This is an optimization exercise on Yosys and OpenROAD, whose aim is small area, not a production implementation. Function was checked by simulation only, so behaviour that the tests miss may differ from the original. No driver is modelled on the clock port, so clocking that relies on it looks cheaper here than on a real chip. Power is estimated from default activity; no workload was simulated.

==> design.v <==
package fir_pkg;
    localparam int FIR_FILTER_SIZE = 172;
    localparam int FIR_COEFF_W     = 16;
    localparam int FIR_HALF_TAPS   = FIR_FILTER_SIZE / 2;
    localparam int FIR_PTR_W       = $clog2(FIR_HALF_TAPS);
    typedef enum logic [1:0] {
        IDLE  = 2'd0,
        LOAD  = 2'd1,
        FULL  = 2'd2,
        CHECK = 2'd3
    } fir_state_t;
endpackage
module fir_coeff_bank #(
    parameter  int N  = fir_pkg::FIR_HALF_TAPS,
    parameter  int W  = fir_pkg::FIR_COEFF_W
) (
    input  logic            clk,
    input  logic            reset,
    input  logic            sh_en,
    input  logic            sh_hold,
    input  logic [W-1:0]    din,
    input  logic            cp_en,
    input  logic            cp_hold,
    input  logic            bank_valid,
    output logic [N*W-1:0]  bank
);
    logic [N*W-1:0] shadow_n;
    logic [N*W-1:0] shadow_in;
    logic [N*W-1:0] active_n;
    logic           show;
    assign shadow_in = {~din, shadow_n[N*W-1:W]};
    always_ff @(posedge clk) begin
        shadow_n <= (shadow_in & {(N*W){sh_en}}) | (shadow_n & {(N*W){sh_hold}});
    end
    always_ff @(posedge clk) begin
        active_n <= (shadow_n & {(N*W){cp_en}}) | (active_n & {(N*W){cp_hold}});
    end
    assign show = bank_valid & ~reset;
    assign bank = ~active_n & {(N*W){show}};
endmodule
module fir_coeff_loader #(
    parameter  int FILTER_SIZE = fir_pkg::FIR_FILTER_SIZE,
    parameter  int COEFF_W     = fir_pkg::FIR_COEFF_W,
    localparam int HALF_TAPS   = FILTER_SIZE / 2
) (
    input  logic                      clk,
    input  logic                      reset,
    input  logic                      load_start,
    input  logic [COEFF_W-1:0]        coeff_in,
    input  logic                      coeff_valid,
    output logic                      coeff_ready,
    input  logic                      commit,
    output logic [HALF_TAPS*COEFF_W-1:0] coeff_bank,
    output logic                      coeff_update,
    output logic                      bank_full,
    output logic                      load_err
);
    logic       st_load;
    logic       st_full;
    logic [6:0] ptr;
    localparam logic [6:0] PTR_FIRST = 7'd1;
    localparam logic [6:0] PTR_LAST  = 7'b1101100;
    logic last_word;
    logic do_commit;
    logic go_load;
    logic sh_en;
    logic bank_valid;
    assign coeff_ready = st_load;
    assign bank_full   = st_full;
    assign last_word   = (ptr == PTR_LAST);
    assign do_commit   = st_full & commit;
    assign go_load     = load_start & ~do_commit;
    always_ff @(posedge clk or posedge reset) begin
        if (reset) begin
            st_load      <= 1'b0;
            st_full      <= 1'b0;
            coeff_update <= 1'b0;
            load_err     <= 1'b0;
            bank_valid   <= 1'b0;
        end else begin
            st_load      <= go_load | (st_load & ~(coeff_valid & last_word));
            st_full      <= (st_load & ~load_start & coeff_valid & last_word) |
                            (st_full & ~commit & ~load_start);
            coeff_update <= do_commit;
            load_err     <= st_load & load_start;
            bank_valid   <= bank_valid | do_commit;
        end
    end
    always_ff @(posedge clk) begin
        if (load_start) begin
            ptr <= PTR_FIRST;
        end else if (coeff_valid) begin
            ptr <= {ptr[5:0], ptr[6] ^ ptr[5]};
        end
    end
    assign sh_en = coeff_valid & ~st_full;
    fir_coeff_bank #(
        .N (HALF_TAPS),
        .W (COEFF_W)
    ) u_bank (
        .clk     (clk),
        .reset   (reset),
        .sh_en   (sh_en),
        .sh_hold (~sh_en),
        .din     (coeff_in),
        .cp_en   (do_commit),
        .cp_hold (~do_commit),
        .bank_valid (bank_valid),
        .bank    (coeff_bank)
    );
endmodule
==> flow/run.sh <==
#!/bin/bash
# Own layout flow: the standard ORFS flow (standard.sh) with
#  - the port buffers taken from the smallest buffer, sky130_fd_sc_hd__buf_1
#    (repair may still resize them), instead of the one buffer_ports picks;
#  - clock tree synthesis settings from flow/cts_args.txt (no dummy loads).
# Each tool's output goes to a log file of its own in this folder; ORFS keeps its
# per-step logs under orfs/logs/.
set -euo pipefail
cd "$(dirname "$0")/.."
{
  echo "export BUFFER_PORTS_ARGS = -buffer_cell sky130_fd_sc_hd__buf_1"
  echo "export CTS_ARGS = $(cat flow/cts_args.txt)"
} >> config.mk
bash standard.sh finish > standard_flow.log 2>&1
==> flow/cts_args.txt <==
-sink_clustering_enable -repair_clock_nets -dont_use_dummy_load -buf_list {sky130_fd_sc_hd__clkbuf_8} -sink_clustering_size 18 -sink_clustering_max_diameter 40
==> standard.sh <==
#!/bin/bash
# synth_recipe.tcl (not shown) runs the flow's synth.tcl, then flattens the netlist and writes it again
# the make line also repeats each setting of config.mk as NAME=value (left out here)
make -C /OpenROAD-flow-scripts/flow DESIGN_CONFIG=/design/flow/config.mk WORK_HOME=/design/flow/orfs CLKGATE_MAP_FILE= SYNTH_SCRIPT=/design/flow/synth_recipe.tcl "${@:-finish}"
==> config.mk <==
export PLATFORM = sky130hd
export DESIGN_NAME = fir_coeff_loader
export DESIGN_NICKNAME = fir_coeff_loader
export VERILOG_FILES = /design/flow/design.v
export SDC_FILE = /design/flow/constraint.sdc
export NUM_CORES = 4
export LEC_CHECK = 0
export CAP_MARGIN = 20
export CORE_AREA = 5 5 405 405
export DIE_AREA = 0 0 410 410
export PLACE_DENSITY = 0.72
export SLEW_MARGIN = 20
export SYNTH_HIERARCHICAL = 1
export BUFFER_PORTS_ARGS = -buffer_cell sky130_fd_sc_hd__buf_1
export CTS_ARGS = -sink_clustering_enable -repair_clock_nets -dont_use_dummy_load -buf_list {sky130_fd_sc_hd__clkbuf_8} -sink_clustering_size 18 -sink_clustering_max_diameter 40
==> constraint.sdc <==
create_clock -name core_clock -period 5.0 [get_ports {clk}]
set_input_delay 1.0000 -clock core_clock [delete_from_list [all_inputs] [get_ports {clk}]]
set_output_delay 1.0000 -clock core_clock [all_outputs]
set_load 0.01 [all_outputs]
==> out/qor.txt, run 1 <==
CELLS AND AREA
---------------------------------------------------------------------------------
Layout overhead on the synthesized area                                    10.33%
Fraction of layout instances using a drive strength above 1               0.04742
Net count, final                                                             8774
Final Cell Area                                                         98350 um2
Most frequent cells in the layout                                    sky130_fd_sc_hd__dfxtp_1 (2759), sky130_fd_sc_hd__a22o_1 (2737), sky130_fd_sc_hd__buf_1 (1400), sky130_fd_sc_hd__nor2_1 (1383), sky130_fd_sc_hd__clkbuf_8 (299)
Leading cell type in the layout, fill and taps excluded              sky130_fd_sc_hd__dfxtp_1
Seq. cell area                                                          55360 um2
Area taken by multi-input logic gates                                   29480 um2
End-of-flow core utilization                                               0.6195
Filler Cell Count                                                           12910

POWER
---------------------------------------------------------------------------------
Maximum VDD drop                                                        0.2245 mV
Internal power component                                                0.02848 W
Proportion of power drawn by the clock network                              0.337
Part of the power in combinational logic                                    0.028
Reported net switching power                                           0.008305 W
Leakage power total                                                      41.88 nW
Total design power                                                      0.03679 W
Sequential fraction of design power                                         0.635
PwrDens                                                              374.0 nW/um2
Net switching share of the total power                                     0.2258

FLOORPLANNING
---------------------------------------------------------------------------------
Top-level I/O count                                                          1401
Die footprint                                                          168100 um2
Horizontal die dimension                                                   410 um
Vertical die dimension                                                     410 um
Effective utilization at floorplan                                         0.5615
Core region area                                                       158700 um2
Num rows                                                                      146

WORST SETUP PATH
---------------------------------------------------------------------------------
Critical path capture point                                          coeff_bank[62]
Instance count on the critical path                                             7
CP delay by family, top                                              buffers and inverters
Arrival @ worst endpoint                                                  3.43 ns
Buf+Inv Stages, Crit Path                                                       5
Kind of start point of the critical path                               input port
Register-to-register setup slack                                          2.31 ns
Critical Path, Cell by Cell                                          dlygate4sd3_1 -> buf_1 -> nand2b_4 -> buf_12 -> buf_4 -> nor2_1 -> buf_1
Reg-to-reg startpoint                                                st_full$_DFF_PP0_
Cell occurring most often along the worst timing path                sky130_fd_sc_hd__buf_1
Worst Setup End Kind                                                 primary output
Critical path class                                                  input port to primary output
Master of the slowest instance on the critical path                  sky130_fd_sc_hd__dlygate4sd3_1
Data required, critical path                                              4.00 ns
Biggest cell delay along the critical path                                0.54 ns
Crit path launch                                                            reset
Endpoint of the lowest-slack register-to-register path               u_bank.shadow_n[1361]$_DFF_P_
Worst-path maximum fanout                                                      21
Number of cells on the worst reg-to-reg path                                    4

YOSYS
---------------------------------------------------------------------------------
Warnings from Yosys                                                             8
Sequential area share after synthesis                                      0.6210
Post-synthesis instance area                                            89140 um2
Average cell area after synthesis                                       11.56 um2
Number of distinct library cells after synthesis                               23
Synthesized flop and latch total                                             2764
Mapped Nets                                                                  7729
Syn Inst Count                                                               7708

STA
---------------------------------------------------------------------------------
Max-slew violations                                                             0
Part of the cycle the worst path needs                                     0.8852
Endpoints failing setup                                                         0
Sum Neg Setup Slack                                                          0 ns
Slew at the pin closest to its max-slew limit                            1.082 ns
Number of endpoints with negative hold slack in the final report                0
Min cycle time layout                                                    4.426 ns
Setup repair after global routing missed its margin                         false
Rel. slew slack                                                            0.2787
Fmax                                                                    226.0 MHz
Maximum clock skew at final layout                                      0.1085 ns

ROUTING
---------------------------------------------------------------------------------
Drt pass-1 iters                                                                6
Count of unresolved DRC violations after routing                                0
Vias per cell                                                               6.367
WL per Instance                                                          28.46 um
ANT nets after route                                                            0
Total wire length after detailed routing                                308100 um
Iter 0 DRT Violations                                                        8455
Via count of the routed design                                              68950

CLOCK NETWORK
---------------------------------------------------------------------------------
Number of cells upsized or downsized after cts                                  0
Register clock-pin slew on the reported worst setup and hold paths        0.08 ns
Number of levels the H-tree was split into                                      5
Worst-Skew Late Latency                                                   1.00 ns
Longest Clk Path Bufs                                                           4
CTS Root Cell                                                        sky130_fd_sc_hd__clkbuf_8
Buffers inserted during post-CTS setup optimization                             0
Clock tree sinks                                                             2764
CTS tree                                                                      yes
Number of buffers created by CTS                                              299

MIN PATH
---------------------------------------------------------------------------------
Class of the tightest hold or removal check                          input port to flip-flop

GRT
---------------------------------------------------------------------------------
Initial antenna violation count                                                 6
Global route overflow                                                           0
Vias in the first global route                                              63250
Global-route usage over all layers                                         0.3434
Maximum number of pins on one net before global-route repair                  204
Global-route wire length before repair                                  438300 um

PLACED DESIGN
---------------------------------------------------------------------------------
HPWL after DPL                                                          217400 um
Placement Cell Area                                                     94210 um2
Final GP Congestion                                                        0.9979
Port bufs                                                                    1400

RUN
---------------------------------------------------------------------------------
Max_cap viols                                                                   0

OUTCOME
---------------------------------------------------------------------------------
Outcome                                          no timing/DRC/antenna violations

-- repair_timing --
item                                    CTS  global route
endpoints found under the setup margin    0             0
hold endpoints to repair                  5             0
hold buffers                              1             0
-- cells in the mapped netlist, drive strengths merged --
cell       n  area (um2)
xnor2      1       8.760
nand3      1       5.000
nand4      1       6.260
mux2i      5       50.05
nor2    1383        5191
a21oi      3       15.01
o21ai     16       80.08
nor2b      1       6.260
or2        1       6.260
dfrtp      5       125.1
clkbuf    24       90.09
and2       2       15.02
nand2b     3       18.77
a22o    2737       23970
or2b       1       7.510
nand2     17       63.81
inv        5       18.77
dfxtp   2759       55230
buf      742        4217
and4bb     1       12.51
-- state kept, by name, summed over array words and instances, names as in the netlist --
signal	cells
coeff_update	1
ptr	7
st_load	1
bank_valid	1
load_err	1
u_bank.active_n	1376
st_full	1
u_bank.shadow_n	1376
-- worst min-delay path by stage --
stage	start	endpoint	slack [ns]	cells after the start
global placement	u_bank.shadow_n[5]$_DFF_P_	u_bank.active_n[5]$_DFF_P_	0.45	1
detailed placement	u_bank.shadow_n[3]$_DFF_P_	u_bank.active_n[3]$_DFF_P_	0.46	1
CTS	coeff_in[11]	u_bank.shadow_n[1371]$_DFF_P_	0.1	2
finish	coeff_in[11]	u_bank.shadow_n[1371]$_DFF_P_	0.19	2
global route	coeff_in[11]	u_bank.shadow_n[1371]$_DFF_P_	0.14	2
floorplan	bank_valid$_DFF_PP0_	bank_valid$_DFF_PP0_	0.44	1
-- routing by layer --
layer | vias to the layer above | GRT usage | wire length, um
met5 | - | 0 | 49
met4 | 8 | 0.2059 | 21440
met3 | 708 | 0.06954 | 25020
met2 | 3452 | 0.5195 | 136300
met1 | 34500 | 0.4565 | 125300
li1 | 30280 | - | -
-- power groups by stage --
stage	Combinational, W	Clock [W]	Sequential [W]
after floorplan	0.000898	0	0.0235
after global routing	0.00112	0.0134	0.0234
final	0.00103	0.0124	0.0233
after detailed placement	0.00102	0	0.0238
after CTS	0.00102	0.0126	0.0233
after global placement	0.000988	0	0.0238
-- through the flow --
stage / setup WS [ns] / cells / hold WS (ns)
2_1_floorplan: 2.153 / 7708 / 0.4358
5_1_grt: 0.5960 / 10820 / 0.1443
3_3_place_gp: 1.181 / 10520 / 0.4514
6_report: 0.5742 / 10830 / 0.1918
3_5_place_dp: 1.201 / 10520 / 0.4570
4_1_cts: 0.6408 / 10820 / 0.09806
-- kinds of logic after synthesis --
kind of cell | share of synthesized area
buffers and inverters | 0.04852
and+or+nand+nor | 0.05982
DFF | 0.6210
AOI/OAI and AO/OA | 0.2700
xor gates and xnor gates | 0.00009827
muxes | 0.0005615
-- cell type report --
cell class	instances	area share
well taps	2072	0.02636
multi-input cells	4173	0.2997
clock buffers	299	0.04184
repair buffers	1510	0.06873
inverters	5	0.0003435
diodes	5	0.0001272
flip-flops and latches	2764	0.5629
==> inputs of run 2 (changes only) <==
==> flow/run.sh (replaced) <==
#!/bin/bash
# Own layout flow: the standard ORFS flow (standard.sh) with
#  - the port buffers taken from the smallest buffer, sky130_fd_sc_hd__buf_1
#    (repair may still resize them), instead of the one buffer_ports picks;
#  - clock tree synthesis settings from flow/cts_args.txt (no dummy loads);
#  - flow/fix_clk.tcl after CTS: upsizes the clock buffers whose flip-flop
#    clock pins have too slow a slew.
# Each tool's output goes to a log file of its own in this folder; ORFS keeps its
# per-step logs under orfs/logs/.
set -euo pipefail
cd "$(dirname "$0")/.."
{
  echo "export BUFFER_PORTS_ARGS = -buffer_cell sky130_fd_sc_hd__buf_1"
  echo "export CTS_ARGS = $(cat flow/cts_args.txt)"
  echo "export POST_CTS_TCL = $PWD/flow/fix_clk.tcl"
} >> config.mk
bash standard.sh finish > standard_flow.log 2>&1
==> flow/cts_args.txt (replaced) <==
-sink_clustering_enable -repair_clock_nets -dont_use_dummy_load -buf_list {sky130_fd_sc_hd__clkbuf_8} -sink_clustering_size 22 -sink_clustering_max_diameter 50
==> flow/fix_clk.tcl (new file) <==
# Upsize clock-tree buffers that drive flip-flop clock pins with a slew over
# the target, then legalize again. Runs as ORFS's POST_CTS_TCL hook.
set fix_thr 0.105
set fix_up [dict create \
  sky130_fd_sc_hd__clkbuf_2 sky130_fd_sc_hd__clkbuf_4 \
  sky130_fd_sc_hd__clkbuf_4 sky130_fd_sc_hd__clkbuf_8 \
  sky130_fd_sc_hd__clkbuf_8 sky130_fd_sc_hd__clkbuf_16]
estimate_parasitics -placement
for {set it 0} {$it < 5} {incr it} {
  set drivers [dict create]
  set worst 0
  foreach pin [all_registers -clock_pins] {
    set s [get_property $pin slew_max]
    if {$s > $worst} { set worst $s }
    if {$s > $fix_thr} {
      set net [get_nets -of_objects $pin]
      foreach dp [get_pins -of_objects $net -filter "direction==output"] {
        dict set drivers [get_full_name [get_cells -of_objects $dp]] 1
      }
    }
  }
  puts "fix_clk: pass $it worst clock-pin slew $worst, [dict size $drivers] drivers over $fix_thr"
  if {[dict size $drivers] == 0} { break }
  set changed 0
  foreach name [dict keys $drivers] {
    set inst [get_cells $name]
    set master [get_property $inst ref_name]
    if {[dict exists $fix_up $master]} {
      replace_cell $inst [dict get $fix_up $master]
      incr changed
    }
  }
  puts "fix_clk: upsized $changed buffers"
  if {$changed == 0} { break }
  detailed_placement
  estimate_parasitics -placement
}
--- a/config.mk
+++ b/config.mk
@@ -13,3 +13,4 @@
 export SYNTH_HIERARCHICAL = 1
 export BUFFER_PORTS_ARGS = -buffer_cell sky130_fd_sc_hd__buf_1
-export CTS_ARGS = -sink_clustering_enable -repair_clock_nets -dont_use_dummy_load -buf_list {sky130_fd_sc_hd__clkbuf_8} -sink_clustering_size 18 -sink_clustering_max_diameter 40
+export CTS_ARGS = -sink_clustering_enable -repair_clock_nets -dont_use_dummy_load -buf_list {sky130_fd_sc_hd__clkbuf_8} -sink_clustering_size 22 -sink_clustering_max_diameter 50
+export POST_CTS_TCL = /design/flow/flow/fix_clk.tcl
==> out/qor.txt, run 2 <==
GRT
---------------------------------------------------------------------------------
Global-route usage over all layers                                         0.3420   was 0.3434
Maximum number of pins on one net before global-route repair                  204   unchanged
Vias in the first global route                                              62430   was 63250
Global route overflow                                                           0   unchanged
Global-route wire length before repair                                  436500 um   was 438300 um
Initial antenna violation count                                                11   was 6

WORST SETUP PATH
---------------------------------------------------------------------------------
Buf+Inv Stages, Crit Path                                                       5   unchanged
Arrival @ worst endpoint                                                  3.42 ns   was 3.43 ns
Master of the slowest instance on the critical path                  sky130_fd_sc_hd__dlygate4sd3_1   unchanged
Data required, critical path                                              4.00 ns   about the same
Biggest cell delay along the critical path                                0.53 ns   was 0.54 ns
Worst-path maximum fanout                                                      51   was 21
Kind of start point of the critical path                               input port   unchanged
Cell occurring most often along the worst timing path                sky130_fd_sc_hd__buf_1   unchanged
CP delay by family, top                                              buffers and inverters   unchanged
Number of cells on the worst reg-to-reg path                                    4   unchanged
Register-to-register setup slack                                          2.30 ns   was 2.31 ns
Critical path class                                                  input port to primary output   unchanged
Reg-to-reg startpoint                                                st_full$_DFF_PP0_   unchanged
Endpoint of the lowest-slack register-to-register path               u_bank.shadow_n[1367]$_DFF_P_   was u_bank.shadow_n[1361]$_DFF_P_
Critical Path, Cell by Cell                                          dlygate4sd3_1 -> buf_1 -> nand2b_4 -> buf_12 -> buf_4 -> nor2_1 -> buf_1   unchanged
Worst Setup End Kind                                                 primary output   unchanged

CELLS AND AREA
---------------------------------------------------------------------------------
Most frequent cells in the layout                                    sky130_fd_sc_hd__dfxtp_1 (2759), sky130_fd_sc_hd__a22o_1 (2737), sky130_fd_sc_hd__buf_1 (1400), sky130_fd_sc_hd__nor2_1 (1383), sky130_fd_sc_hd__clkbuf_8 (129)   was sky130_fd_sc_hd__dfxtp_1 (2759), sky130_fd_sc_hd__a22o_1 (2737), sky130_fd_sc_hd__buf_1 (1400), sky130_fd_sc_hd__nor2_1 (1383), sky130_fd_sc_hd__clkbuf_8 (299)
Leading cell type in the layout, fill and taps excluded              sky130_fd_sc_hd__dfxtp_1   unchanged
Top Registers                                                        u_bank.active_n x1376, u_bank.shadow_n x1376, ptr x7   unchanged
Net count, final                                                             8662   was 8774
Fraction of layout instances using a drive strength above 1               0.03507   was 0.04742
Non-Filler Instances                                                        10720   was 10830
Layout overhead on the synthesized area                                    9.334%   was 10.33%

CLOCK NETWORK
---------------------------------------------------------------------------------
CTS tree                                                                      yes   unchanged
Register clock-pin slew on the reported worst setup and hold paths        0.09 ns   was 0.08 ns
Clock tree sinks                                                             2764   unchanged
Worst-Skew Late Latency                                                   0.94 ns   was 1.00 ns

YOSYS
---------------------------------------------------------------------------------
Number of distinct library cells after synthesis                               23   unchanged
Most common flop cell mapped by yosys                                sky130_fd_sc_hd__dfxtp_1   unchanged
Cell types with the highest counts after synthesis                   sky130_fd_sc_hd__dfxtp_1 (2759), sky130_fd_sc_hd__a22o_1 (2737), sky130_fd_sc_hd__nor2_1 (1383), sky130_fd_sc_hd__buf_2 (634), sky130_fd_sc_hd__buf_6 (62)   unchanged
Average cell area after synthesis                                       11.56 um2   unchanged
Async SR Flop Fraction                                                   0.001809   unchanged
Count of flip-flops with a built-in enable after synthesis                      0   unchanged
Top area cells in the synthesized netlist                            sky130_fd_sc_hd__dfxtp_1 (62%), sky130_fd_sc_hd__a22o_1 (27%), sky130_fd_sc_hd__nor2_1 (5.8%), sky130_fd_sc_hd__buf_2 (3.6%), sky130_fd_sc_hd__buf_6 (0.78%)   unchanged
Mapped Nets                                                                  7729   unchanged
Sequential area share after synthesis                                      0.6210   unchanged
Fraction of post-synthesis cell area in the top cell type by area          0.6196   unchanged
Warnings from Yosys                                                             8   unchanged
Post-synthesis instance area                                            89140 um2   unchanged
Syn Inst Count                                                               7708   unchanged
Synthesized flop and latch total                                             2764   unchanged
Most repeated cell in the gate-level netlist after synthesis         sky130_fd_sc_hd__dfxtp_1   unchanged
Yosys top cell by area                                               sky130_fd_sc_hd__dfxtp_1   unchanged

STA
---------------------------------------------------------------------------------
Max-slew violations                                                             0   unchanged
Fmax                                                                    226.4 MHz   was 226.0 MHz
Number of endpoints with negative hold slack in the final report                0   unchanged
Setup repair after global routing missed its margin                         false   unchanged
Worst Hold Margin                                                       0.2133 ns   was 0.1918 ns
Endpoints failing setup                                                         0   unchanged
Fin worst setup slack                                                   0.5825 ns   was 0.5742 ns
Min cycle time layout                                                    4.418 ns   was 4.426 ns
Slew at the pin closest to its max-slew limit                            1.087 ns   was 1.082 ns
Part of the cycle the worst path needs                                     0.8835   was 0.8852
Sum Neg Setup Slack                                                          0 ns   unchanged
Maximum clock skew at final layout                                      0.1252 ns   was 0.1085 ns
Rel. slew slack                                                            0.2752   was 0.2787

PLACED DESIGN
---------------------------------------------------------------------------------
Worst slack at placement                                                 1.201 ns   unchanged
Final GP Congestion                                                        0.9979   unchanged
HPWL after DPL                                                          217400 um   unchanged
Port bufs                                                                    1400   unchanged
Inst Count DP                                                               10520   unchanged

OUTCOME
---------------------------------------------------------------------------------
Outcome                                          no timing/DRC/antenna violations   unchanged

MIN PATH
---------------------------------------------------------------------------------
Cell count of the worst hold path                                               2   unchanged
Class of the tightest hold or removal check                          input port to flip-flop   unchanged
Hold EP                                                              u_bank.shadow_n[1375]$_DFF_P_   was u_bank.shadow_n[1371]$_DFF_P_
Hold Startpoint                                                      coeff_in[15]   was coeff_in[11]

POWER
---------------------------------------------------------------------------------
Proportion of power drawn by the clock network                              0.313   was 0.337
Internal power component                                                0.02748 W   was 0.02848 W
PwrDens                                                              363.8 nW/um2   was 374.0 nW/um2
Part of the power in combinational logic                                    0.029   was 0.028
Maximum VDD drop                                                        0.2300 mV   was 0.2245 mV
Leakage power total                                                      41.37 nW   was 41.88 nW
Sequential fraction of design power                                         0.658   was 0.635
Net switching share of the total power                                     0.2250   was 0.2258
Reported net switching power                                           0.007977 W   was 0.008305 W

ROUTING
---------------------------------------------------------------------------------
Met3 WL post-DR                                                          24910 um   was 25020 um
Top layer reached by signal wires                                            met5   unchanged
Drt pass-1 iters                                                                6   unchanged
Iter 0 DRT Violations                                                        8605   was 8455
Total wire length after detailed routing                                307100 um   was 308100 um
Metal1 wirelength                                                       125300 um   about the same
WL per Instance                                                          28.66 um   was 28.46 um
Count of unresolved DRC violations after routing                                0   unchanged
Via count of the routed design                                              68240   was 68950
Vias per cell                                                               6.368   was 6.367
Length of routed met2 wiring                                            136600 um   was 136300 um
ANT nets after route                                                            0   unchanged

FLOORPLANNING
---------------------------------------------------------------------------------
Die footprint                                                          168100 um2   unchanged
Top-level I/O count                                                          1401   unchanged
Vertical die dimension                                                     410 um   unchanged
Effective utilization at floorplan                                         0.5615   unchanged
Horizontal die dimension                                                   410 um   unchanged
Num rows                                                                      146   unchanged
Core region area                                                       158700 um2   unchanged

RUN
---------------------------------------------------------------------------------
Max_cap viols                                                                   0   unchanged

[run 2: cell counts after synthesis]
No cell type changed its count.
[run 2: cells by family (layout without fill, tap and decap cells)]
logic type                Yosys count  in the layout  share of synthesized area
DFF                              2764           2764                     0.6210
xor gates and xnor gates            1              1                 0.00009827
muxes                               5              5                  0.0005615
and+or+nand+nor                  1411           1411                    0.05982
AOI/OAI and AO/OA                2756           2756                     0.2700
other                               0              6                          0
buffers and inverters             771           1702                    0.04852
[run 2: how the worst max path moves through the flow]
stage               startpoint               end  slack [ns]  cells after the start
floorplan                reset  coeff_bank[1000]        2.15                      6
global placement         reset    coeff_bank[62]        1.18                      6
detailed placement       reset    coeff_bank[62]        1.20                      6
global route             reset   coeff_bank[633]        0.60                      7
finish                   reset   coeff_bank[633]        0.58                      7
[run 2: worst reg2reg max path, cell delays in order (launching register included)]
cell,delay [ns]
sky130_fd_sc_hd__dfrtp_1,0.47
sky130_fd_sc_hd__or2b_4,0.62
sky130_fd_sc_hd__inv_8,0.42
sky130_fd_sc_hd__inv_1,0.81
sky130_fd_sc_hd__o21ai_0,0.20
[run 2: metal layers]
metal / up-vias / global-route usage
met3: 612 / 0.06705
li1: 30120 / -
met2: 3388 / 0.5199
met4: 14 / 0.1925
met1: 34110 / 0.4592
met5: - / 0
[run 2: layout make-up]
class	count	area (um2)
antenna	6	15.01
clock buffer	187	3227
fill	12990	61280
inverter	5	33.78
multi-input combinational	4173	29480
sequential	2764	55360
tap	2072	2592
timing repair buffer	1510	6759
[run 2: power groups by stage]
stage	clock, W	combinational, W	sequential, W
global route	0.0120	0.00112	0.0234
finish	0.0111	0.00103	0.0233
floorplan	0	0.000898	0.0235
global placement	0	0.000988	0.0238
detailed placement	0	0.00102	0.0238
[run 2: stage by stage]
stage	cell area (um2)	power, W	util
2_1_floorplan	89140	0.02440	-
3_3_place_gp	94210	0.02478	0.5935
3_5_place_dp	94210	0.02483	0.5935
5_1_grt	97460	0.03652	0.6139
6_report	97460	0.03546	0.6140
==> inputs of run 3 (changes only) <==
==> flow/cts_args.txt (replaced) <==
-sink_clustering_enable -repair_clock_nets -dont_use_dummy_load -buf_list {sky130_fd_sc_hd__clkbuf_8} -sink_clustering_size 30 -sink_clustering_max_diameter 60
==> config.mk (replaced) <==
export PLATFORM = sky130hd
export DESIGN_NAME = fir_coeff_loader
export DESIGN_NICKNAME = fir_coeff_loader
export VERILOG_FILES = /design/flow/design.v
export SDC_FILE = /design/flow/constraint.sdc
export NUM_CORES = 4
export LEC_CHECK = 0
export CAP_MARGIN = 20
export CORE_AREA = 5 5 385 385
export DIE_AREA = 0 0 390 390
export PLACE_DENSITY = 0.78
export SLEW_MARGIN = 20
export SYNTH_HIERARCHICAL = 1
export BUFFER_PORTS_ARGS = -buffer_cell sky130_fd_sc_hd__buf_1
export CTS_ARGS = -sink_clustering_enable -repair_clock_nets -dont_use_dummy_load -buf_list {sky130_fd_sc_hd__clkbuf_8} -sink_clustering_size 30 -sink_clustering_max_diameter 60
export POST_CTS_TCL = /design/flow/flow/fix_clk.tcl
==> out/qor.txt, run 3 <==
OUTCOME
---------------------------------------------------------------------------------
Outcome                                          no timing/DRC/antenna violations   unchanged

FLOORPLANNING
---------------------------------------------------------------------------------
Num rows                                                                      139   was 146
Top-level I/O count                                                          1401   unchanged
Effective utilization at floorplan                                         0.6213   was 0.5615
Vertical die dimension                                                     390 um   was 410 um
Horizontal die dimension                                                   390 um   was 410 um
Core region area                                                       143500 um2   was 158700 um2
Die footprint                                                          152100 um2   was 168100 um2

ROUTING
---------------------------------------------------------------------------------
Via count of the routed design                                              68660   was 68240
Met3 WL post-DR                                                          28670 um   was 24910 um
Count of unresolved DRC violations after routing                                0   unchanged
Top layer reached by signal wires                                            met5   unchanged
Iter 0 DRT Violations                                                        9295   was 8605
Vias per cell                                                               6.549   was 6.368
Length of routed met2 wiring                                            134700 um   was 136600 um
WL per Instance                                                          29.23 um   was 28.66 um
Total wire length after detailed routing                                306400 um   was 307100 um
Metal1 wirelength                                                       119500 um   was 125300 um
ANT nets after route                                                            0   unchanged
Drt pass-1 iters                                                                6   unchanged

YOSYS
---------------------------------------------------------------------------------
Synthesized flop and latch total                                             2764   unchanged
Fraction of post-synthesis cell area in the top cell type by area          0.6196   unchanged
Warnings from Yosys                                                             8   unchanged
Post-synthesis instance area                                            89140 um2   unchanged
Count of flip-flops with a built-in enable after synthesis                      0   unchanged
Yosys top cell by area                                               sky130_fd_sc_hd__dfxtp_1   unchanged
Average cell area after synthesis                                       11.56 um2   unchanged
Most common flop cell mapped by yosys                                sky130_fd_sc_hd__dfxtp_1   unchanged
Async SR Flop Fraction                                                   0.001809   unchanged
Area share of and/or/nand/nor cells after synthesis                       0.05982   unchanged
Mapped Nets                                                                  7729   unchanged
Fraction of the mapped netlist area in compound gates                      0.2700   unchanged
Sequential area share after synthesis                                      0.6210   unchanged
Share of cell area taken by muxes after synthesis                       0.0005614   unchanged
Most repeated cell in the gate-level netlist after synthesis         sky130_fd_sc_hd__dfxtp_1   unchanged
Top area cells in the synthesized netlist                            sky130_fd_sc_hd__dfxtp_1 (62%), sky130_fd_sc_hd__a22o_1 (27%), sky130_fd_sc_hd__nor2_1 (5.8%), sky130_fd_sc_hd__buf_2 (3.6%), sky130_fd_sc_hd__buf_6 (0.78%)   unchanged
Main combinational cell family by area after synthesis               compound AO/OA/AOI/OAI gates   unchanged
Adder-cell share of the synthesized area                                        0   unchanged
Syn Inst Count                                                               7708   unchanged
Number of distinct library cells after synthesis                               23   unchanged
Cell types with the highest counts after synthesis                   sky130_fd_sc_hd__dfxtp_1 (2759), sky130_fd_sc_hd__a22o_1 (2737), sky130_fd_sc_hd__nor2_1 (1383), sky130_fd_sc_hd__buf_2 (634), sky130_fd_sc_hd__buf_6 (62)   unchanged
Post-Synth XOR/XNOR Area                                               0.00009825   unchanged

CELLS AND AREA
---------------------------------------------------------------------------------
Top Registers                                                        u_bank.active_n x1376, u_bank.shadow_n x1376, ptr x7   unchanged
Most frequent cells in the layout                                    sky130_fd_sc_hd__dfxtp_1 (2759), sky130_fd_sc_hd__a22o_1 (2737), sky130_fd_sc_hd__buf_1 (1400), sky130_fd_sc_hd__nor2_1 (1383), sky130_fd_sc_hd__clkbuf_16 (101)   was sky130_fd_sc_hd__dfxtp_1 (2759), sky130_fd_sc_hd__a22o_1 (2737), sky130_fd_sc_hd__buf_1 (1400), sky130_fd_sc_hd__nor2_1 (1383), sky130_fd_sc_hd__clkbuf_8 (129)
Leading cell type in the layout, fill and taps excluded              sky130_fd_sc_hd__dfxtp_1   unchanged
Net count, final                                                             8603   was 8662
Final Cell Area                                                         96910 um2   was 97460 um2
Non-Filler Instances                                                        10480   was 10720
Fraction of layout instances using a drive strength above 1               0.02855   was 0.03507
Layout overhead on the synthesized area                                    8.712%   was 9.334%

WORST SETUP PATH
---------------------------------------------------------------------------------
Arrival @ worst endpoint                                                  3.01 ns   was 3.42 ns
Register-to-register setup slack                                          2.13 ns   was 2.30 ns
Reg-to-reg startpoint                                                st_full$_DFF_PP0_   unchanged
Kind of start point of the critical path                               input port   unchanged
Data required, critical path                                              4.00 ns   about the same
Worst Setup End Kind                                                 primary output   unchanged
Crit path launch                                                            reset   unchanged
Worst-path maximum fanout                                                      47   was 51
Critical path class                                                  input port to primary output   unchanged

PLACED DESIGN
---------------------------------------------------------------------------------
Placement Cell Area                                                     93810 um2   was 94210 um2
Inst Count DP                                                               10340   was 10520
Port bufs                                                                    1400   unchanged
HPWL after DPL                                                          219100 um   was 217400 um
Worst slack at placement                                                 1.023 ns   was 1.201 ns
Final GP Congestion                                                        0.9762   was 0.9979

POWER
---------------------------------------------------------------------------------
Total design power                                                      0.03527 W   was 0.03546 W
Proportion of power drawn by the clock network                              0.309   was 0.313
Part of the power in combinational logic                                    0.029   about the same
Sequential fraction of design power                                         0.662   was 0.658
PwrDens                                                              364.0 nW/um2   was 363.8 nW/um2
Internal power component                                                0.02747 W   was 0.02748 W
Leakage power total                                                      41.18 nW   was 41.37 nW
Net switching share of the total power                                     0.2210   was 0.2250
Maximum VDD drop                                                        0.2679 mV   was 0.2300 mV
Reported net switching power                                           0.007796 W   was 0.007977 W

STA
---------------------------------------------------------------------------------
Part of the cycle the worst path needs                                     0.8029   was 0.8835
Rel. slew slack                                                            0.2523   was 0.2752
Number of endpoints with negative hold slack in the final report                0   unchanged
Slew at the pin closest to its max-slew limit                            1.122 ns   was 1.087 ns
Max-slew violations                                                             0   unchanged
Sum Neg Setup Slack                                                          0 ns   unchanged
Fin worst setup slack                                                   0.9854 ns   was 0.5825 ns
Fmax                                                                    249.1 MHz   was 226.4 MHz
Setup repair after global routing missed its margin                         false   unchanged
Endpoints failing setup                                                         0   unchanged
Maximum clock skew at final layout                                      0.1074 ns   was 0.1252 ns
Min cycle time layout                                                    4.015 ns   was 4.418 ns

CLOCK NETWORK
---------------------------------------------------------------------------------
CTS tree                                                                      yes   unchanged
Worst-Skew Late Latency                                                   0.94 ns   about the same
Clock tree sinks                                                             2764   unchanged
Register clock-pin slew on the reported worst setup and hold paths        0.08 ns   was 0.09 ns

GRT
---------------------------------------------------------------------------------
Global route overflow                                                           0   unchanged
Initial antenna violation count                                                17   was 11
Maximum number of pins on one net before global-route repair                  215   was 204
Global-route wire length before repair                                  435600 um   was 436500 um
Vias in the first global route                                              62250   was 62430
Global-route usage over all layers                                         0.3790   was 0.3420

RUN
---------------------------------------------------------------------------------
Max_cap viols                                                                   0   unchanged

MIN PATH
---------------------------------------------------------------------------------
Class of the tightest hold or removal check                          input port to async pin   was input port to flip-flop

[run 3: cell counts after synthesis]
No cell type changed its count.
[run 3: final cells by class]
class                   count  area [um2]
well taps                1903        2381
fillers                 10930       46570
multi-input cells        4173       29480
flip-flops and latches   2764       55360
inverters                   5       33.78
repair buffers           1496        6564
diodes                      1       2.502
clock buffers             142        3092
[run 3: cell families (layout without fill, tap and decap cells)]
kind of cell / Yosys count / in the layout
and+or+nand+nor: 1411 / 1411
other: 0 / 1
AOI/OAI and AO/OA: 2756 / 2756
DFF: 2764 / 2764
xor gates and xnor gates: 1 / 1
buffers and inverters: 771 / 1643
muxes: 5 / 5
[run 3: layer usage]
metal | up-vias | GRT usage
li1 | 29980 | -
met1 | 34210 | 0.5018
met2 | 3720 | 0.5671
met3 | 730 | 0.08258
met4 | 22 | 0.2383
met5 | - | 0
[run 3: worst paths after layout]
kind	endpoint	cells past startpoint
hold / removal	bank_valid$_DFF_PP0_	2
setup reg to reg	u_bank.active_n[828]$_DFF_P_	4
max in group asynchronous	coeff_update$_DFF_PP0_	2
setup / recovery	coeff_bank[1222]	6
min in group core_clock	u_bank.shadow_n[1364]$_DFF_P_	2
hold reg to reg	u_bank.active_n[6]$_DFF_P_	1
[run 3: per-stage QoR]
step                hold slack (ns)    util
floorplan                    0.4358       -
finish                       0.1106  0.6754
global placement             0.4511  0.6538
global route                0.06690  0.6754
detailed placement           0.4597  0.6538
[run 3: power by group through the flow]
stage	Clock (W)	Sequential (W)	Combinational, W
6_report	0.0109	0.0233	0.00103
2_1_floorplan	0	0.0235	0.000898
5_1_grt	0.0118	0.0234	0.00111
3_5_place_dp	0	0.0238	0.00102
3_3_place_gp	0	0.0238	0.000986
[run 3: critical path, stage by stage]
cell                       delay, ns
sky130_fd_sc_hd__buf_1          0.24
sky130_fd_sc_hd__nand2b_4       0.53
sky130_fd_sc_hd__buf_12         0.37
sky130_fd_sc_hd__buf_4          0.45
sky130_fd_sc_hd__nor2_1         0.11
sky130_fd_sc_hd__buf_1          0.15
==> inputs of run 4 (changes only) <==
--- a/config.mk
+++ b/config.mk
@@ -6,9 +6,9 @@
 export NUM_CORES = 4
 export LEC_CHECK = 0
-export CAP_MARGIN = 20
+export CAP_MARGIN = 10
 export CORE_AREA = 5 5 385 385
 export DIE_AREA = 0 0 390 390
 export PLACE_DENSITY = 0.78
-export SLEW_MARGIN = 20
+export SLEW_MARGIN = 10
 export SYNTH_HIERARCHICAL = 1
 export BUFFER_PORTS_ARGS = -buffer_cell sky130_fd_sc_hd__buf_1
==> out/qor.txt, run 4 <==
FLOORPLANNING
---------------------------------------------------------------------------------
Vertical die dimension                                                     390 um   unchanged
Core region area                                                       143500 um2   unchanged
Die footprint                                                          152100 um2   unchanged
Top-level I/O count                                                          1401   unchanged
Effective utilization at floorplan                                         0.6213   unchanged
Num rows                                                                      139   unchanged
Horizontal die dimension                                                   390 um   unchanged

PLACED DESIGN
---------------------------------------------------------------------------------
Port bufs                                                                    1400   unchanged
HPWL after DPL                                                          219100 um   unchanged
Final GP Congestion                                                        0.9762   unchanged

WORST SETUP PATH
---------------------------------------------------------------------------------
Number of cells on the worst reg-to-reg path                                    4   unchanged
Register-to-register setup slack                                          2.13 ns   about the same
Arrival @ worst endpoint                                                  3.01 ns   about the same
Cell occurring most often along the worst timing path                sky130_fd_sc_hd__buf_1   unchanged
Kind of start point of the critical path                               input port   unchanged
Biggest cell delay along the critical path                                0.53 ns   about the same
Critical Path, Cell by Cell                                          buf_1 -> nand2b_4 -> buf_12 -> buf_4 -> nor2_1 -> buf_1   unchanged
Critical path class                                                  input port to primary output   unchanged
Endpoint of the lowest-slack register-to-register path               u_bank.active_n[828]$_DFF_P_   unchanged
Reg-to-reg startpoint                                                st_full$_DFF_PP0_   unchanged
Critical path capture point                                          coeff_bank[1222]   unchanged
Worst-path maximum fanout                                                      47   unchanged
Crit path launch                                                            reset   unchanged
Data required, critical path                                              4.00 ns   about the same
Worst Setup End Kind                                                 primary output   unchanged
Master of the slowest instance on the critical path                  sky130_fd_sc_hd__nand2b_4   unchanged

GRT
---------------------------------------------------------------------------------
Initial antenna violation count                                                17   unchanged
Vias in the first global route                                              62250   unchanged
Maximum number of pins on one net before global-route repair                  215   unchanged
Global-route wire length before repair                                  435600 um   unchanged
Global-route usage over all layers                                         0.3790   unchanged
Global route overflow                                                           0   unchanged

CELLS AND AREA
---------------------------------------------------------------------------------
Most frequent cells in the layout                                    sky130_fd_sc_hd__dfxtp_1 (2759), sky130_fd_sc_hd__a22o_1 (2737), sky130_fd_sc_hd__buf_1 (1400), sky130_fd_sc_hd__nor2_1 (1383), sky130_fd_sc_hd__clkbuf_16 (101)   unchanged
Net count, final                                                             8603   unchanged
Top Registers                                                        u_bank.active_n x1376, u_bank.shadow_n x1376, ptr x7   unchanged
Filler Cell Count                                                           10930   unchanged
Layout overhead on the synthesized area                                    8.712%   unchanged
Leading cell type in the layout, fill and taps excluded              sky130_fd_sc_hd__dfxtp_1   unchanged
Fraction of layout instances using a drive strength above 1               0.02855   unchanged

STA
---------------------------------------------------------------------------------
Min cycle time layout                                                    4.015 ns   unchanged
Fmax                                                                    249.1 MHz   unchanged
Sum Neg Setup Slack                                                          0 ns   unchanged
Endpoints failing setup                                                         0   unchanged
Max-slew violations                                                             0   unchanged
Worst Hold Margin                                                       0.1106 ns   unchanged
Slew at the pin closest to its max-slew limit                            1.122 ns   unchanged
Part of the cycle the worst path needs                                     0.8029   unchanged
Maximum clock skew at final layout                                      0.1074 ns   unchanged
Setup repair after global routing missed its margin                         false   unchanged
Rel. slew slack                                                            0.2523   unchanged
Number of endpoints with negative hold slack in the final report                0   unchanged

POWER
---------------------------------------------------------------------------------
Leakage power total                                                      41.18 nW   unchanged
PwrDens                                                              364.0 nW/um2   unchanged
Total design power                                                      0.03527 W   unchanged
Maximum VDD drop                                                        0.2679 mV   unchanged

MIN PATH
---------------------------------------------------------------------------------
Class of the tightest hold or removal check                          input port to async pin   unchanged

YOSYS
---------------------------------------------------------------------------------
Number of distinct library cells after synthesis                               23   unchanged
Warnings from Yosys                                                             8   unchanged
Mapped Nets                                                                  7729   unchanged
Count of flip-flops with a built-in enable after synthesis                      0   unchanged
Most common flop cell mapped by yosys                                sky130_fd_sc_hd__dfxtp_1   unchanged
Cell types with the highest counts after synthesis                   sky130_fd_sc_hd__dfxtp_1 (2759), sky130_fd_sc_hd__a22o_1 (2737), sky130_fd_sc_hd__nor2_1 (1383), sky130_fd_sc_hd__buf_2 (634), sky130_fd_sc_hd__buf_6 (62)   unchanged
Syn Inst Count                                                               7708   unchanged
Async SR Flop Fraction                                                   0.001809   unchanged
Top area cells in the synthesized netlist                            sky130_fd_sc_hd__dfxtp_1 (62%), sky130_fd_sc_hd__a22o_1 (27%), sky130_fd_sc_hd__nor2_1 (5.8%), sky130_fd_sc_hd__buf_2 (3.6%), sky130_fd_sc_hd__buf_6 (0.78%)   unchanged
Fraction of post-synthesis cell area in the top cell type by area          0.6196   unchanged
Sequential area share after synthesis                                      0.6210   unchanged
Most repeated cell in the gate-level netlist after synthesis         sky130_fd_sc_hd__dfxtp_1   unchanged
Yosys top cell by area                                               sky130_fd_sc_hd__dfxtp_1   unchanged
Average cell area after synthesis                                       11.56 um2   unchanged
Synthesized flop and latch total                                             2764   unchanged
Post-synthesis instance area                                            89140 um2   unchanged

ROUTING
---------------------------------------------------------------------------------
Vias per cell                                                               6.549   unchanged
Total wire length after detailed routing                                306400 um   unchanged
WL per Instance                                                          29.23 um   unchanged
Count of unresolved DRC violations after routing                                0   unchanged
Drt pass-1 iters                                                                6   unchanged
ANT nets after route                                                            0   unchanged
Via count of the routed design                                              68660   unchanged
Iter 0 DRT Violations                                                        9295   unchanged

CLOCK NETWORK
---------------------------------------------------------------------------------
Worst-Skew Late Latency                                                   0.94 ns   about the same
CTS tree                                                                      yes   unchanged
Clock tree sinks                                                             2764   unchanged
Register clock-pin slew on the reported worst setup and hold paths        0.08 ns   about the same

RUN
---------------------------------------------------------------------------------
Max_cap viols                                                                   0   unchanged

OUTCOME
---------------------------------------------------------------------------------
Outcome                                          no timing/DRC/antenna violations   unchanged

## run 4: where the power goes
part / total [W] / leakage [nW] / internal, W / switching (W)
sequential: 0.0233 / 22.3 / 0.0226 / 0.000705
clock: 0.0109 / 1.54 / 0.00433 / 0.00656
combinational: 0.00103 / 17.3 / 0.000505 / 0.000528
## run 4: worst max-delay path, delay by kind of cell
kind | cells | cell delay (ns)
buffers and inverters | 4 | 1.21
AND/OR/NAND/NOR | 2 | 0.64
## run 4: how the worst min path moves through the flow
stage,slack [ns],from,cells after the start,end
floorplan,0.44,bank_valid$_DFF_PP0_,1,bank_valid$_DFF_PP0_
global placement,0.45,u_bank.shadow_n[5]$_DFF_P_,1,u_bank.active_n[5]$_DFF_P_
detailed placement,0.46,u_bank.shadow_n[3]$_DFF_P_,1,u_bank.active_n[3]$_DFF_P_
global route,0.07,reset,2,st_full$_DFF_PP0_
finish,0.11,reset,2,bank_valid$_DFF_PP0_
## run 4: metrics by stage
stage | util | worst slack [ns] | std cells | instance area [um2]
6_report | 0.6754 | 0.9854 | 10480 | 96910
5_1_grt | 0.6754 | 0.9240 | 10480 | 96910
3_5_place_dp | 0.6538 | 1.023 | 10340 | 93810
3_3_place_gp | 0.6538 | 1.078 | 10340 | 93810
2_1_floorplan | - | 2.153 | 7708 | 89140
## run 4: logic make-up after synthesis
logic type / Yosys count / share of synthesized area
XOR/XNOR: 1 / 0.00009827
AO/OA/AOI/OAI: 2756 / 0.2700
multiplexers: 5 / 0.0005615
flip-flops: 2764 / 0.6210
buffers and inverters: 771 / 0.04852
AND/OR/NAND/NOR: 1411 / 0.05982
## run 4: metal layers
metal  global-route usage  part of all wire  vias to the layer above
li1                     -                 -                    29980
met1               0.5018              0.39                    34210
met2               0.5671              0.44                     3720
met3              0.08258             0.094                      730
met4               0.2383             0.077                       22
met5                    0           0.00046                        -
## run 4: final cells by class
cell class	count	area (um2)	area share
Multi-Input combinational cell	4173	29480	0.3042
Clock buffer	142	3092	0.03190
Tap cell	1903	2381	0.02457
Sequential cell	2764	55360	0.5712
Timing Repair Buffer	1496	6564	0.06773
Antenna cell	1	2.502	0.00002582
Inverter	5	33.78	0.0003486
==> inputs of run 5 (changes only) <==
==> flow/run.sh (replaced) <==
#!/bin/bash
# Own layout flow: the standard ORFS flow (standard.sh) with
#  - the port buffers taken from the smallest buffer, sky130_fd_sc_hd__buf_1
#    (repair may still resize them), instead of the one buffer_ports picks;
#  - clock tree synthesis settings from flow/cts_args.txt (no dummy loads);
#  - flow/size_clk.tcl after CTS: gives each clock buffer that drives
#    flip-flop clock pins the smallest clock buffer type that keeps their slew
#    under a target (and splits a leaf that is too slow even at the largest).
# Each tool's output goes to a log file of its own in this folder; ORFS keeps its
# per-step logs under orfs/logs/.
set -euo pipefail
cd "$(dirname "$0")/.."
{
  echo "export BUFFER_PORTS_ARGS = -buffer_cell sky130_fd_sc_hd__buf_1"
  echo "export CTS_ARGS = $(cat flow/cts_args.txt)"
  echo "export POST_CTS_TCL = $PWD/flow/size_clk.tcl"
} >> config.mk
bash standard.sh finish > standard_flow.log 2>&1
==> flow/cts_args.txt (replaced) <==
-sink_clustering_enable -repair_clock_nets -dont_use_dummy_load -buf_list {sky130_fd_sc_hd__clkbuf_8} -sink_clustering_size 16 -sink_clustering_max_diameter 60
==> flow/size_clk.tcl (new file) <==
# After CTS: give every clock buffer that drives flip-flop clock pins the
# smallest clock buffer type that keeps those pins' slew under clk_thr; a leaf
# that is too slow even as the largest type is split in two (a twin on the same
# input net takes the half of its sinks on one side), then sized again.
set clk_thr 0.105
set clk_sizes {sky130_fd_sc_hd__clkbuf_2 sky130_fd_sc_hd__clkbuf_4 sky130_fd_sc_hd__clkbuf_8 sky130_fd_sc_hd__clkbuf_16}
set block [ord::get_db_block]
set split_n 0

proc leaf_worst {inst} {
  set w 0
  foreach p [get_pins -of_objects [get_nets -of_objects [get_pins -of_objects $inst -filter "direction==output"]] -filter "direction==input"] {
    set s [get_property $p slew_max]
    if {$s > $w} { set w $s }
  }
  return $w
}

proc leaves {} {
  set d [dict create]
  foreach pin [all_registers -clock_pins] {
    foreach dp [get_pins -of_objects [get_nets -of_objects $pin] -filter "direction==output"] {
      dict set d [get_full_name [get_cells -of_objects $dp]] 1
    }
  }
  return [dict keys $d]
}

proc split_leaf {name} {
  global block split_n
  set dbi [$block findInst $name]
  set in_net [[$dbi findITerm A] getNet]
  set out_net [[$dbi findITerm X] getNet]
  set sinks {}
  foreach it2 [$out_net getITerms] {
    if {[$it2 getIoType] == "INPUT"} {
      set bb [[$it2 getInst] getBBox]
      lappend sinks [list $it2 [$bb xMin] [$bb yMin]]
    }
  }
  set n [llength $sinks]
  if {$n < 4} { return 0 }
  set xs [lsort -integer [lmap s $sinks {lindex $s 1}]]
  set ys [lsort -integer [lmap s $sinks {lindex $s 2}]]
  set ax [expr {([lindex $xs end] - [lindex $xs 0]) >= ([lindex $ys end] - [lindex $ys 0]) ? 1 : 2}]
  set sorted [lsort -integer -index $ax $sinks]
  set half [lrange $sorted [expr {$n / 2}] end]
  set keep [lrange $sorted 0 [expr {$n / 2 - 1}]]
  incr split_n
  set nname "${name}_split$split_n"
  set newnet [odb::dbNet_create $block "${nname}_net"]
  $newnet setSigType CLOCK
  set newi [odb::dbInst_create $block [$dbi getMaster] $nname]
  [$newi findITerm A] connect $in_net
  [$newi findITerm X] connect $newnet
  set sx 0; set sy 0
  foreach s $half { [lindex $s 0] disconnect; [lindex $s 0] connect $newnet; set sx [expr {$sx + [lindex $s 1]}]; set sy [expr {$sy + [lindex $s 2]}] }
  set kx 0; set ky 0
  foreach s $keep { set kx [expr {$kx + [lindex $s 1]}]; set ky [expr {$ky + [lindex $s 2]}] }
  $newi setLocation [expr {$sx / [llength $half]}] [expr {$sy / [llength $half]}]
  $newi setPlacementStatus PLACED
  $dbi setLocation [expr {$kx / [llength $keep]}] [expr {$ky / [llength $keep]}]
  return 1
}

estimate_parasitics -placement
for {set pass 0} {$pass < 4} {incr pass} {
  set nsplit 0
  set ndown 0
  foreach name [leaves] {
    set inst [get_cells $name]
    set orig [get_property $inst ref_name]
    if {[lsearch $clk_sizes $orig] < 0} { continue }
    set chosen ""
    foreach m $clk_sizes {
      if {$m ne [get_property $inst ref_name]} { replace_cell $inst $m }
      if {[leaf_worst $inst] <= $clk_thr} { set chosen $m; break }
    }
    if {$chosen eq ""} {
      # too slow even as the largest: split, size both halves on the next pass
      incr nsplit [split_leaf $name]
    } elseif {$chosen ne $orig} {
      incr ndown
    }
  }
  detailed_placement
  estimate_parasitics -placement
  set worst 0
  foreach pin [all_registers -clock_pins] {
    set s [get_property $pin slew_max]
    if {$s > $worst} { set worst $s }
  }
  puts "size_clk: pass $pass resized $ndown split $nsplit worst clock-pin slew $worst"
  if {$nsplit == 0 && $worst <= $clk_thr} { break }
}
==> config.mk (replaced) <==
export PLATFORM = sky130hd
export DESIGN_NAME = fir_coeff_loader
export DESIGN_NICKNAME = fir_coeff_loader
export VERILOG_FILES = /design/flow/design.v
export SDC_FILE = /design/flow/constraint.sdc
export NUM_CORES = 4
export LEC_CHECK = 0
export CAP_MARGIN = 20
export CORE_AREA = 5 5 385 385
export DIE_AREA = 0 0 390 390
export PLACE_DENSITY = 0.78
export SLEW_MARGIN = 20
export SYNTH_HIERARCHICAL = 1
export BUFFER_PORTS_ARGS = -buffer_cell sky130_fd_sc_hd__buf_1
export CTS_ARGS = -sink_clustering_enable -repair_clock_nets -dont_use_dummy_load -buf_list {sky130_fd_sc_hd__clkbuf_8} -sink_clustering_size 16 -sink_clustering_max_diameter 60
export POST_CTS_TCL = /design/flow/flow/size_clk.tcl
removed: flow/fix_clk.tcl
==> out/qor.txt, run 5 <==
CELLS AND AREA
---------------------------------------------------------------------------------
Layout overhead on the synthesized area                                    8.246%   was 8.712%
Net count, final                                                             8656   was 8603
Final Cell Area                                                         96490 um2   was 96910 um2
Fraction of layout instances using a drive strength above 1               0.03440   was 0.02855
Most frequent cells in the layout                                    sky130_fd_sc_hd__dfxtp_1 (2759), sky130_fd_sc_hd__a22o_1 (2737), sky130_fd_sc_hd__buf_1 (1400), sky130_fd_sc_hd__nor2_1 (1383), sky130_fd_sc_hd__clkbuf_8 (191)   was sky130_fd_sc_hd__dfxtp_1 (2759), sky130_fd_sc_hd__a22o_1 (2737), sky130_fd_sc_hd__buf_1 (1400), sky130_fd_sc_hd__nor2_1 (1383), sky130_fd_sc_hd__clkbuf_16 (101)
Leading cell type in the layout, fill and taps excluded              sky130_fd_sc_hd__dfxtp_1   unchanged
Top Registers                                                        u_bank.active_n x1376, u_bank.shadow_n x1376, ptr x7   unchanged

WORST SETUP PATH
---------------------------------------------------------------------------------
Endpoint of the lowest-slack register-to-register path               u_bank.active_n[828]$_DFF_P_   unchanged
Kind of start point of the critical path                               input port   unchanged
Data required, critical path                                              4.00 ns   about the same
Register-to-register setup slack                                          2.04 ns   was 2.13 ns
Number of cells on the worst reg-to-reg path                                    4   unchanged
Reg-to-reg startpoint                                                st_full$_DFF_PP0_   unchanged
Arrival @ worst endpoint                                                  3.55 ns   was 3.01 ns
Biggest cell delay along the critical path                                0.53 ns   about the same
Cell occurring most often along the worst timing path                sky130_fd_sc_hd__buf_1   unchanged
Critical Path, Cell by Cell                                          dlygate4sd3_1 -> buf_1 -> nand2b_4 -> buf_12 -> buf_4 -> nor2_1 -> buf_1   was buf_1 -> nand2b_4 -> buf_12 -> buf_4 -> nor2_1 -> buf_1
Critical path capture point                                          coeff_bank[1222]   unchanged
Master of the slowest instance on the critical path                  sky130_fd_sc_hd__nand2b_4   unchanged
Crit path launch                                                            reset   unchanged
Worst Setup End Kind                                                 primary output   unchanged
Critical path class                                                  input port to primary output   unchanged
Worst-path maximum fanout                                                      47   unchanged

STA
---------------------------------------------------------------------------------
Min cycle time layout                                                    4.554 ns   was 4.015 ns
Rel. slew slack                                                            0.2560   was 0.2523
Fmax                                                                    219.6 MHz   was 249.1 MHz
Max-slew violations                                                             0   unchanged
Fin worst setup slack                                                   0.4460 ns   was 0.9854 ns
Part of the cycle the worst path needs                                     0.9108   was 0.8029
Setup repair after global routing missed its margin                         false   unchanged
Worst Hold Margin                                                       0.2990 ns   was 0.1106 ns
Endpoints failing setup                                                         0   unchanged
Maximum clock skew at final layout                                      0.1181 ns   was 0.1074 ns
Number of endpoints with negative hold slack in the final report                0   unchanged
Sum Neg Setup Slack                                                          0 ns   unchanged
Slew at the pin closest to its max-slew limit                            1.116 ns   was 1.122 ns

ROUTING
---------------------------------------------------------------------------------
Via count of the routed design                                              69030   was 68660
WL per Instance                                                          29.13 um   was 29.23 um
Drt pass-1 iters                                                                6   unchanged
ANT nets after route                                                            0   unchanged
Total wire length after detailed routing                                307100 um   was 306400 um
Count of unresolved DRC violations after routing                                0   unchanged
Vias per cell                                                               6.547   was 6.549
Iter 0 DRT Violations                                                        9367   was 9295

FLOORPLANNING
---------------------------------------------------------------------------------
Num rows                                                                      139   unchanged
Core region area                                                       143500 um2   unchanged
Die footprint                                                          152100 um2   unchanged
Effective utilization at floorplan                                         0.6213   unchanged
Top-level I/O count                                                          1401   unchanged
Horizontal die dimension                                                   390 um   unchanged
Vertical die dimension                                                     390 um   unchanged

GRT
---------------------------------------------------------------------------------
Maximum number of pins on one net before global-route repair                  215   unchanged
Global-route usage over all layers                                         0.3801   was 0.3790
Global route overflow                                                           0   unchanged
Vias in the first global route                                              62970   was 62250
Global-route wire length before repair                                  437100 um   was 435600 um
Initial antenna violation count                                                15   was 17

YOSYS
---------------------------------------------------------------------------------
Mapped Nets                                                                  7729   unchanged
Yosys top cell by area                                               sky130_fd_sc_hd__dfxtp_1   unchanged
Adder-cell share of the synthesized area                                        0   unchanged
Top area cells in the synthesized netlist                            sky130_fd_sc_hd__dfxtp_1 (62%), sky130_fd_sc_hd__a22o_1 (27%), sky130_fd_sc_hd__nor2_1 (5.8%), sky130_fd_sc_hd__buf_2 (3.6%), sky130_fd_sc_hd__buf_6 (0.78%)   unchanged
Fraction of the mapped netlist area in compound gates                      0.2700   unchanged
Fraction of post-synthesis cell area in the top cell type by area          0.6196   unchanged
Most repeated cell in the gate-level netlist after synthesis         sky130_fd_sc_hd__dfxtp_1   unchanged
Post-synthesis instance area                                            89140 um2   unchanged
Async SR Flop Fraction                                                   0.001809   unchanged
Cell types with the highest counts after synthesis                   sky130_fd_sc_hd__dfxtp_1 (2759), sky130_fd_sc_hd__a22o_1 (2737), sky130_fd_sc_hd__nor2_1 (1383), sky130_fd_sc_hd__buf_2 (634), sky130_fd_sc_hd__buf_6 (62)   unchanged
Warnings from Yosys                                                             8   unchanged
Most common flop cell mapped by yosys                                sky130_fd_sc_hd__dfxtp_1   unchanged
Sequential area share after synthesis                                      0.6210   unchanged
Share of cell area taken by muxes after synthesis                       0.0005614   unchanged
Syn Inst Count                                                               7708   unchanged
Area share of and/or/nand/nor cells after synthesis                       0.05982   unchanged
Number of distinct library cells after synthesis                               23   unchanged
Post-Synth XOR/XNOR Area                                               0.00009825   unchanged
Count of flip-flops with a built-in enable after synthesis                      0   unchanged
Main combinational cell family by area after synthesis               compound AO/OA/AOI/OAI gates   unchanged
Average cell area after synthesis                                       11.56 um2   unchanged
Synthesized flop and latch total                                             2764   unchanged

POWER
---------------------------------------------------------------------------------
Maximum VDD drop                                                        0.2387 mV   was 0.2679 mV
Leakage power total                                                      41.03 nW   was 41.18 nW
PwrDens                                                              356.6 nW/um2   was 364.0 nW/um2
Total design power                                                      0.03441 W   was 0.03527 W

CLOCK NETWORK
---------------------------------------------------------------------------------
Worst-Skew Late Latency                                                   0.95 ns   was 0.94 ns
CTS tree                                                                      yes   unchanged
Register clock-pin slew on the reported worst setup and hold paths        0.09 ns   was 0.08 ns
Clock tree sinks                                                             2764   unchanged

PLACED DESIGN
---------------------------------------------------------------------------------
Placement Cell Area                                                     93810 um2   unchanged
Port bufs                                                                    1400   unchanged
HPWL after DPL                                                          219100 um   unchanged
Final GP Congestion                                                        0.9762   unchanged
Worst slack at placement                                                 1.023 ns   unchanged

RUN
---------------------------------------------------------------------------------
Max_cap viols                                                                   0   unchanged

MIN PATH
---------------------------------------------------------------------------------
Class of the tightest hold or removal check                          input port to flip-flop   was input port to async pin

OUTCOME
---------------------------------------------------------------------------------
Outcome                                          no timing/DRC/antenna violations   unchanged

-- run 5: area by class of cell, without the clock buffers --
type	instances	area [um2]
multi-input combinational	4173	29480
tap	1903	2381
timing repair buffer	1497	6574
sequential	2764	55360
inverter	5	33.78
fill	11010	46990
antenna	9	22.52
-- run 5: worst min path at each step --
stage,from,endpoint,cells after the start
global placement,u_bank.shadow_n[5]$_DFF_P_,u_bank.active_n[5]$_DFF_P_,1
global route,coeff_in[1],u_bank.shadow_n[1361]$_DFF_P_,2
finish,coeff_in[1],u_bank.shadow_n[1361]$_DFF_P_,2
floorplan,bank_valid$_DFF_PP0_,bank_valid$_DFF_PP0_,1
detailed placement,u_bank.shadow_n[3]$_DFF_P_,u_bank.active_n[3]$_DFF_P_,1
-- run 5: through the flow --
stage,utilization,std cells
2_1_floorplan,-,7708
3_3_place_gp,0.6538,10340
3_5_place_dp,0.6538,10340
5_1_grt,0.6724,10540
6_report,0.6725,10550
-- run 5: per-layer routing --
layer	track usage	part of all wire	up-vias	routed length (um)
met1	0.4988	0.39	34340	119000
li1	-	-	30110	-
met2	0.5653	0.44	3791	134500
met5	0	0.00038	-	117
met4	0.2482	0.077	18	23780
met3	0.08805	0.097	779	29810
-- run 5: logic make-up (layout without fill, tap and decap cells) --
group           after synthesis  after routing
flops                      2764           2764
mux                           5              5
xor+xnor                      1              1
other cells                   0              9
simple gates               1411           1411
compound gates             2756           2756
buf+inv                     771           1696
-- run 5: where the power goes --
part | leakage [nW] | switching [W] | total [W] | internal (W)
Combinational | 17.3 | 0.000529 | 0.00103 | 0.000505
Sequential | 22.3 | 0.000707 | 0.0233 | 0.0226
Clock | 1.39 | 0.00660 | 0.0100 | 0.00344
-- run 5: critical path: cells and delay by family --
family,cells,cell delay [ns]
buffers and inverters,5,1.74
and+or+nand+nor,2,0.64

==> port drivers added, routing unchanged <==
Ports are ideal in the flow. The routed layouts listed here were re-timed in OpenROAD.
Step 1, drivers: a clkbuf_16 drives clk and a buf_2 each remaining input, both assumed.
Step 2 also shifts input and output timing later by t, the mid clock arrival at the registers, as if the neighbouring blocks saw the same clock.
Slacks: no drivers / after step 1 / after step 2; pairs: no drivers / after step 1.
run | t, ns | setup WS [ns] | hold slack, ns | latest minus earliest clock arrival (ns)
run 1 | 1.036 | 0.574 / 0.553 / 0.553 | 0.192 / 0.132 / 0.430 | 0.133 / 0.134
run 2 | 0.976 | 0.582 / 0.561 / 0.561 | 0.213 / 0.148 / 0.405 | 0.149 / 0.149
run 3 | 0.984 | 0.985 / 0.939 / 0.960 | 0.111 / 0.043 / 0.440 | 0.130 / 0.129
run 4 | 0.984 | 0.985 / 0.939 / 0.960 | 0.111 / 0.043 / 0.440 | 0.130 / 0.129
run 5 | 0.984 | 0.446 / 0.423 / 0.423 | 0.299 / 0.251 / 0.450 | 0.130 / 0.129
After both steps setup and hold are still met in every run listed.
